Source: an optimization exercise on an open RTL-to-GDS flow (aim: small area and a short achievable clock period). Production flows keep margins and buffers that such runs may drop.
At most, simulation tests tie the RTL to the original design; equivalence was not proved.
Power figures rest on the tool's default switching activity, not on a simulated workload.

Setup of old:
==> flow/design.v (excerpt) <==
module rob_top (
	input logic clk,
	input logic reset,
	input logic [1:0] disp_valid,
	input logic [5:0] disp_dst,
	input logic [5:0] disp_src,
	input logic [31:0] disp_pc,
	output logic stall,
	output logic [7:0] alloc_tag,
	output logic [7:0] src_tag,
	output logic [1:0] src_pending,
	output logic [63:0] src_data,
	input logic [1:0] wb_valid,
	input logic [7:0] wb_tag,
	input logic [63:0] wb_data,
	output logic [1:0] out_valid,
	output logic [5:0] out_dst,
	output logic [63:0] out_data,
	output logic [31:0] out_pc
);
Settings: LEC_CHECK=0, ABC_AREA=0, CAP_MARGIN=20, CORE_ASPECT_RATIO=0.7, CORE_MARGIN=2, CORE_UTILIZATION=60, CTS_CLUSTER_DIAMETER=80, CTS_CLUSTER_SIZE=25, SETUP_SLACK_MARGIN=2.9, SLEW_MARGIN=20; clock period 7.0 ns.
standard.sh (not shown) runs the stock make flow with config.mk's settings and CLKGATE_MAP_FILE= SYNTH_SCRIPT=/design/flow/synth_recipe.tcl, a recipe that flattens the netlist after the stock synthesis.
==> flow/flow/run.sh <==
#!/bin/bash
# The standard layout, with plain buffers (instead of the default delay-cell
# buffer) as the port buffers.
set -euo pipefail
bash standard.sh "BUFFER_PORTS_ARGS=-buffer_cell sky130_fd_sc_hd__buf_1" finish > make.log 2>&1
--- input diff old..new ---
diff --git a/flow/design.v b/flow/design.v
--- a/flow/design.v
+++ b/flow/design.v
@@ -24,28 +24,29 @@
 	output logic [1:0] out_valid,
 	output logic [5:0] out_dst,
 	output logic [63:0] out_data,
 	output logic [31:0] out_pc
 );
 	localparam int AW = 19;  
 	logic [3:0] head;
 	logic [3:0] tail;
-	logic [15:0] occ;
+	logic [4:0] cnt;
 	logic [15:0] done;
 	logic [AW-1:0] a_mem0 [8];
 	logic [AW-1:0] a_mem1 [8];
 	logic [31:0] r_mem0 [8];
 	logic [31:0] r_mem1 [8];
 	logic [7:0] pend;
 	logic [3:0] stag [8];
 	logic [31:0] sval [8];
 	logic [1:0] acc;
 	logic [3:0] tag1;
-	assign stall = occ[14];
+	logic stall_q;
+	assign stall = stall_q;
 	assign acc = disp_valid & {2{~stall}};
 	assign tag1 = tail + {3'b0, disp_valid[0]};
 	assign alloc_tag = {tag1, tail};
 	logic [1:0] a_we;
 	logic [2:0] a_off [2];
 	logic [AW-1:0] a_wd [2];
 	logic [AW-1:0] a_s0, a_s1;
 	assign a_s0 = {disp_dst[2:0], disp_pc[15:0]};
@@ -136,48 +137,48 @@
 	always_ff @(posedge clk) begin
 		for (int o = 0; o < 8; o++) begin
 			if (a_we[0] && a_off[0] == o[2:0]) a_mem0[o] <= a_wd[0];
 			if (a_we[1] && a_off[1] == o[2:0]) a_mem1[o] <= a_wd[1];
 			if ((wb_valid[0] && wb_tag[3:0] == {o[2:0], 1'b0}) || (wb_valid[1] && wb_tag[7:4] == {o[2:0], 1'b0})) r_mem0[o] <= w_wd[0];
 			if ((wb_valid[0] && wb_tag[3:0] == {o[2:0], 1'b1}) || (wb_valid[1] && wb_tag[7:4] == {o[2:0], 1'b1})) r_mem1[o] <= w_wd[1];
 		end
 	end
-	logic [15:0] occ_nxt;
-	always_comb begin
-		logic [19:0] ext;
-		logic [15:0] t [3];
-		ext = {2'b00, occ, 2'b11};
-		for (int k = 0; k < 3; k++) begin
-			for (int i = 0; i < 16; i++) begin
-				t[k][i] = r1 ? ext[i + 4 - k] : (r0 ? ext[i + 3 - k] : ext[i + 2 - k]);
-			end
-		end
-		if (acc[0] && acc[1]) occ_nxt = t[2];
-		else if (acc[0] || acc[1]) occ_nxt = t[1];
-		else occ_nxt = t[0];
+	logic [4:0] cnt_nxt;
+	logic stall_nxt;
+	always_comb begin
+		logic [4:0] cand [5];
+		logic [2:0] d;
+		for (int k = 0; k < 5; k++) begin
+			cand[k] = cnt + 5'(k) - 5'd2;
+		end
+		d = 3'd2 + {2'b0, acc[0]} + {2'b0, acc[1]} - {2'b0, r0} - {2'b0, r1};
+		cnt_nxt = cand[d];
+		stall_nxt = cnt_nxt[4] | (&cnt_nxt[3:0]);
 	end
 	always_ff @(posedge clk) begin
 		if (reset) begin
 			head <= '0;
 			head1 <= 4'd1;
 			tail <= '0;
-			occ <= '0;
+			cnt <= '0;
+			stall_q <= 1'b0;
 			done <= '0;
 			out_valid <= '0;
 		end else begin
 			if (r1) begin
 				head <= head + 4'd2;
 				head1 <= head + 4'd3;
 			end else if (r0) begin
 				head <= head1;
 				head1 <= head + 4'd2;
 			end
 			tail <= tail + {3'b0, acc[0]} + {3'b0, acc[1]};
-			occ <= occ_nxt;
+			cnt <= cnt_nxt;
+			stall_q <= stall_nxt;
 			out_valid <= {r1, r0};
 			for (int t = 0; t < 16; t++) begin
 				if ((r0 && head == t[3:0]) || (r1 && head1 == t[3:0])) done[t] <= 1'b0;
 				if ((wb_valid[0] && wb_tag[3:0] == t[3:0]) || (wb_valid[1] && wb_tag[7:4] == t[3:0])) done[t] <= 1'b1;
 			end
 		end
 	end
 	logic [7:0] m0, m1;
## What came out
Relative to old, overall power after layout has gone up in new.
old has higher total iterations of the first detailed-routing run than new.
Synthesized cell area: lower on new
new against old: minimum clock period after layout shrank by 16 ps; routing usage on met2 saw an increase; number of multi-input logic gates now larger; vertical die dimension now smaller.
No functional check of the RTL was part of old.

---

The RTL this note starts from:
==> flow/design.v <==
package rob_pkg;
	typedef logic [3:0] tag_t;
	typedef logic [4:0] rob_ptr_t;
	typedef logic [2:0] areg_t;
	typedef logic [31:0] data_t;
	typedef logic [15:0] pc_t;
endpackage
`timescale 1ns/1ps
module rob_top (
	input logic clk,
	input logic reset,
	input logic [1:0] disp_valid,
	input logic [5:0] disp_dst,
	input logic [5:0] disp_src,
	input logic [31:0] disp_pc,
	output logic stall,
	output logic [7:0] alloc_tag,
	output logic [7:0] src_tag,
	output logic [1:0] src_pending,
	output logic [63:0] src_data,
	input logic [1:0] wb_valid,
	input logic [7:0] wb_tag,
	input logic [63:0] wb_data,
	output logic [1:0] out_valid,
	output logic [5:0] out_dst,
	output logic [63:0] out_data,
	output logic [31:0] out_pc
);
	localparam int AW = 19;  
	logic [3:0] head;
	logic [3:0] tail;
	logic [4:0] cnt;
	logic [15:0] done;
	logic [AW-1:0] a_mem0 [8];
	logic [AW-1:0] a_mem1 [8];
	logic [31:0] r_mem0 [8];
	logic [31:0] r_mem1 [8];
	logic [7:0] pend;
	logic [3:0] stag [8];
	logic [31:0] sval [8];
	logic [1:0] acc;
	logic [3:0] tag1;
	logic stall_q;
	assign stall = stall_q;
	assign acc = disp_valid & {2{~stall}};
	assign tag1 = tail + {3'b0, disp_valid[0]};
	assign alloc_tag = {tag1, tail};
	logic [1:0] a_we;
	logic [2:0] a_off [2];
	logic [AW-1:0] a_wd [2];
	logic [AW-1:0] a_s0, a_s1;
	assign a_s0 = {disp_dst[2:0], disp_pc[15:0]};
	assign a_s1 = {disp_dst[5:3], disp_pc[31:16]};
	always_comb begin
		for (int b = 0; b < 2; b++) begin
			if (tail[0] == b[0]) begin
				a_we[b] = acc[0] | acc[1];
				a_wd[b] = disp_valid[0] ? a_s0 : a_s1;
				a_off[b] = tail[3:1];
			end else begin
				a_we[b] = acc[0] & acc[1];
				a_wd[b] = a_s1;
				a_off[b] = tail[3:1] + {2'b0, tail[0]};
			end
		end
	end
	logic [31:0] w_wd [2];
	always_comb begin
		for (int b = 0; b < 2; b++) begin
			w_wd[b] = (wb_valid[0] && wb_tag[0] == b[0]) ? wb_data[31:0] : wb_data[63:32];
		end
	end
	logic r0, r1;
	logic [3:0] head1;
	assign r0 = done[head];
	assign r1 = r0 & done[head1];
	always_comb begin
		logic [7:0] d0, d1;
		logic fwd;
		for (int r = 0; r < 8; r++) begin
			d0[r] = disp_src[2:0] == r[2:0];
			d1[r] = disp_src[5:3] == r[2:0];
		end
		src_data = '0;
		src_tag = '0;
		src_pending = '0;
		for (int r = 0; r < 8; r++) begin
			src_data[31:0] = src_data[31:0] | ({32{d0[r]}} & sval[r]);
			src_data[63:32] = src_data[63:32] | ({32{d1[r]}} & sval[r]);
			src_tag[3:0] = src_tag[3:0] | ({4{d0[r]}} & stag[r]);
			src_tag[7:4] = src_tag[7:4] | ({4{d1[r]}} & stag[r]);
			src_pending[0] = src_pending[0] | (d0[r] & pend[r]);
			src_pending[1] = src_pending[1] | (d1[r] & pend[r]);
		end
		fwd = disp_valid[0] && disp_dst[2:0] == disp_src[5:3];
		if (fwd) begin
			src_tag[7:4] = tail;
			src_pending[1] = 1'b1;
		end
	end
	logic [7:0] oh0, oh1;
	logic osw;
	always_comb begin
		logic [AW-1:0] ra0, ra1;
		logic [31:0] rr0, rr1;
		ra0 = '0;
		ra1 = '0;
		rr0 = '0;
		rr1 = '0;
		for (int o = 0; o < 8; o++) begin
			ra0 = ra0 | ({AW{oh0[o]}} & a_mem0[o]);
			ra1 = ra1 | ({AW{oh1[o]}} & a_mem1[o]);
			rr0 = rr0 | ({32{oh0[o]}} & r_mem0[o]);
			rr1 = rr1 | ({32{oh1[o]}} & r_mem1[o]);
		end
		if (osw) begin
			{out_dst[2:0], out_pc[15:0]} = ra1;
			{out_dst[5:3], out_pc[31:16]} = ra0;
			out_data[31:0] = rr1;
			out_data[63:32] = rr0;
		end else begin
			{out_dst[2:0], out_pc[15:0]} = ra0;
			{out_dst[5:3], out_pc[31:16]} = ra1;
			out_data[31:0] = rr0;
			out_data[63:32] = rr1;
		end
	end
	always_ff @(posedge clk) begin
		logic [2:0] o0;
		o0 = head[3:1] + {2'b0, head[0]};
		for (int o = 0; o < 8; o++) begin
			oh0[o] <= o0 == o[2:0];
			oh1[o] <= head[3:1] == o[2:0];
		end
		osw <= head[0];
	end
	always_ff @(posedge clk) begin
		for (int o = 0; o < 8; o++) begin
			if (a_we[0] && a_off[0] == o[2:0]) a_mem0[o] <= a_wd[0];
			if (a_we[1] && a_off[1] == o[2:0]) a_mem1[o] <= a_wd[1];
			if ((wb_valid[0] && wb_tag[3:0] == {o[2:0], 1'b0}) || (wb_valid[1] && wb_tag[7:4] == {o[2:0], 1'b0})) r_mem0[o] <= w_wd[0];
			if ((wb_valid[0] && wb_tag[3:0] == {o[2:0], 1'b1}) || (wb_valid[1] && wb_tag[7:4] == {o[2:0], 1'b1})) r_mem1[o] <= w_wd[1];
		end
	end
	logic [4:0] cnt_nxt;
	logic stall_nxt;
	always_comb begin
		logic [4:0] cand [5];
		logic [2:0] d;
		for (int k = 0; k < 5; k++) begin
			cand[k] = cnt + 5'(k) - 5'd2;
		end
		d = 3'd2 + {2'b0, acc[0]} + {2'b0, acc[1]} - {2'b0, r0} - {2'b0, r1};
		cnt_nxt = cand[d];
		stall_nxt = cnt_nxt[4] | (&cnt_nxt[3:0]);
	end
	always_ff @(posedge clk) begin
		if (reset) begin
			head <= '0;
			head1 <= 4'd1;
			tail <= '0;
			cnt <= '0;
			stall_q <= 1'b0;
			done <= '0;
			out_valid <= '0;
		end else begin
			if (r1) begin
				head <= head + 4'd2;
				head1 <= head + 4'd3;
			end else if (r0) begin
				head <= head1;
				head1 <= head + 4'd2;
			end
			tail <= tail + {3'b0, acc[0]} + {3'b0, acc[1]};
			cnt <= cnt_nxt;
			stall_q <= stall_nxt;
			out_valid <= {r1, r0};
			for (int t = 0; t < 16; t++) begin
				if ((r0 && head == t[3:0]) || (r1 && head1 == t[3:0])) done[t] <= 1'b0;
				if ((wb_valid[0] && wb_tag[3:0] == t[3:0]) || (wb_valid[1] && wb_tag[7:4] == t[3:0])) done[t] <= 1'b1;
			end
		end
	end
	logic [7:0] m0, m1;
	logic [7:0] cap;
	always_comb begin
		for (int r = 0; r < 8; r++) begin
			m0[r] = !reset && wb_valid[0] && wb_tag[3:0] == stag[r];
			m1[r] = !reset && wb_valid[1] && wb_tag[7:4] == stag[r];
			cap[r] = reset || (pend[r] && (m0[r] || m1[r]));
		end
	end
	always_ff @(posedge clk) begin
		for (int r = 0; r < 8; r++) begin
			if (cap[r]) sval[r] <= ({32{m0[r]}} & wb_data[31:0]) | ({32{m1[r]}} & wb_data[63:32]);
		end
	end
	always_ff @(posedge clk) begin
		for (int r = 0; r < 8; r++) begin
			if (reset) begin
				pend[r] <= 1'b0;
			end else begin
				if (cap[r]) pend[r] <= 1'b0;
				if (acc[0] && disp_dst[2:0] == r[2:0]) begin
					pend[r] <= 1'b1;
					stag[r] <= tail;
				end
				if (acc[1] && disp_dst[5:3] == r[2:0]) begin
					pend[r] <= 1'b1;
					stag[r] <= tag1;
				end
			end
		end
	end
endmodule
Settings: LEC_CHECK=0, ABC_AREA=0, ABC_CLOCK_PERIOD_IN_PS=2500, CAP_MARGIN=20, CORE_MARGIN=2, CORE_UTILIZATION=55, CTS_CLUSTER_DIAMETER=80, CTS_CLUSTER_SIZE=25, SETUP_SLACK_MARGIN=2.75, SLEW_MARGIN=20; clock period 7.0 ns.
==> flow/flow/run.sh <==
#!/bin/bash
# The standard layout, with plain buffers (instead of the default delay-cell
# buffer) as the port buffers.
set -euo pipefail
bash standard.sh "BUFFER_PORTS_ARGS=-buffer_cell sky130_fd_sc_hd__buf_2" finish > make.log 2>&1
The first run passed the timing, design-rule and antenna checks.
Then changed:
--- a/flow/design.v
+++ b/flow/design.v
@@ -29,7 +29,7 @@
 	localparam int AW = 19;  
 	logic [3:0] head;
 	logic [3:0] tail;
-	logic [4:0] cnt;
+	logic [15:0] occ;
 	logic [15:0] done;
 	logic [AW-1:0] a_mem0 [8];
 	logic [AW-1:0] a_mem1 [8];
@@ -40,8 +40,7 @@
 	logic [31:0] sval [8];
 	logic [1:0] acc;
 	logic [3:0] tag1;
-	logic stall_q;
-	assign stall = stall_q;
+	assign stall = occ[14];
 	assign acc = disp_valid & {2{~stall}};
 	assign tag1 = tail + {3'b0, disp_valid[0]};
 	assign alloc_tag = {tag1, tail};
@@ -142,25 +141,26 @@
 			if ((wb_valid[0] && wb_tag[3:0] == {o[2:0], 1'b1}) || (wb_valid[1] && wb_tag[7:4] == {o[2:0], 1'b1})) r_mem1[o] <= w_wd[1];
 		end
 	end
-	logic [4:0] cnt_nxt;
-	logic stall_nxt;
-	always_comb begin
-		logic [4:0] cand [5];
-		logic [2:0] d;
-		for (int k = 0; k < 5; k++) begin
-			cand[k] = cnt + 5'(k) - 5'd2;
-		end
-		d = 3'd2 + {2'b0, acc[0]} + {2'b0, acc[1]} - {2'b0, r0} - {2'b0, r1};
-		cnt_nxt = cand[d];
-		stall_nxt = cnt_nxt[4] | (&cnt_nxt[3:0]);
+	logic [15:0] occ_nxt;
+	always_comb begin
+		logic [19:0] ext;
+		logic [15:0] t [3];
+		ext = {2'b00, occ, 2'b11};
+		for (int k = 0; k < 3; k++) begin
+			for (int i = 0; i < 16; i++) begin
+				t[k][i] = r1 ? ext[i + 4 - k] : (r0 ? ext[i + 3 - k] : ext[i + 2 - k]);
+			end
+		end
+		if (acc[0] && acc[1]) occ_nxt = t[2];
+		else if (acc[0] || acc[1]) occ_nxt = t[1];
+		else occ_nxt = t[0];
 	end
 	always_ff @(posedge clk) begin
 		if (reset) begin
 			head <= '0;
 			head1 <= 4'd1;
 			tail <= '0;
-			cnt <= '0;
-			stall_q <= 1'b0;
+			occ <= '0;
 			done <= '0;
 			out_valid <= '0;
 		end else begin
@@ -172,8 +172,7 @@
 				head1 <= head + 4'd2;
 			end
 			tail <= tail + {3'b0, acc[0]} + {3'b0, acc[1]};
-			cnt <= cnt_nxt;
-			stall_q <= stall_nxt;
+			occ <= occ_nxt;
 			out_valid <= {r1, r0};
 			for (int t = 0; t < 16; t++) begin
 				if ((r0 && head == t[3:0]) || (r1 && head1 == t[3:0])) done[t] <= 1'b0;
=> The changed run passed the timing, design-rule and antenna checks. Via count drops by 2.5%. Wire length drops by 5.9%. Core utilization drops by 0.16 points. Total power drops by 3.4%. Count of clock-buffer cells in the layout drops by 4. Worst hold slack improves by 0.050 ns. First-iteration DRC count drops by 4.4%. Design area is about the same. Worst setup slack degrades by 0.098 ns.
No functional check of the RTL was part of the second run of this note.

afterwards: timing with drivers on the ports:
No port has a modelled driver above. Below, the same layouts with a new extraction and two added sets of constraints.
Step 1 (the two cells are an assumption about what drives the block):
set clk [get_ports {clk}]
set_driving_cell -lib_cell sky130_fd_sc_hd__clkbuf_16 $clk
set_driving_cell -lib_cell sky130_fd_sc_hd__buf_2 [delete_from_list [all_inputs] $clk]
Step 2 moves the port delays by t, midway between the first and last clock arrival at a register: inputs arrive t later, outputs are due t later. That takes back most of the time a late clock gives input paths.
Three values: no drivers, after step 1, after step 2; two values: the first two.
run	t, ns	slack for setup (ns)	worst setup path at the end	pins driven straight from the clock port
old	0.736	2.859 / 2.774 / 2.317	input to register	1
new	0.737	2.875 / 2.780 / 2.406	input to register	1
the first run of note 2	0.754	2.765 / 2.691 / 2.410	input to register	1
the second run of note 2	0.735	2.668 / 2.642 / 2.565	input to register	1
After both steps setup and hold are still met in every run listed. The setup slack of old, which loses most, moves by -0.085 ns with the drivers and by -0.542 ns with both steps.
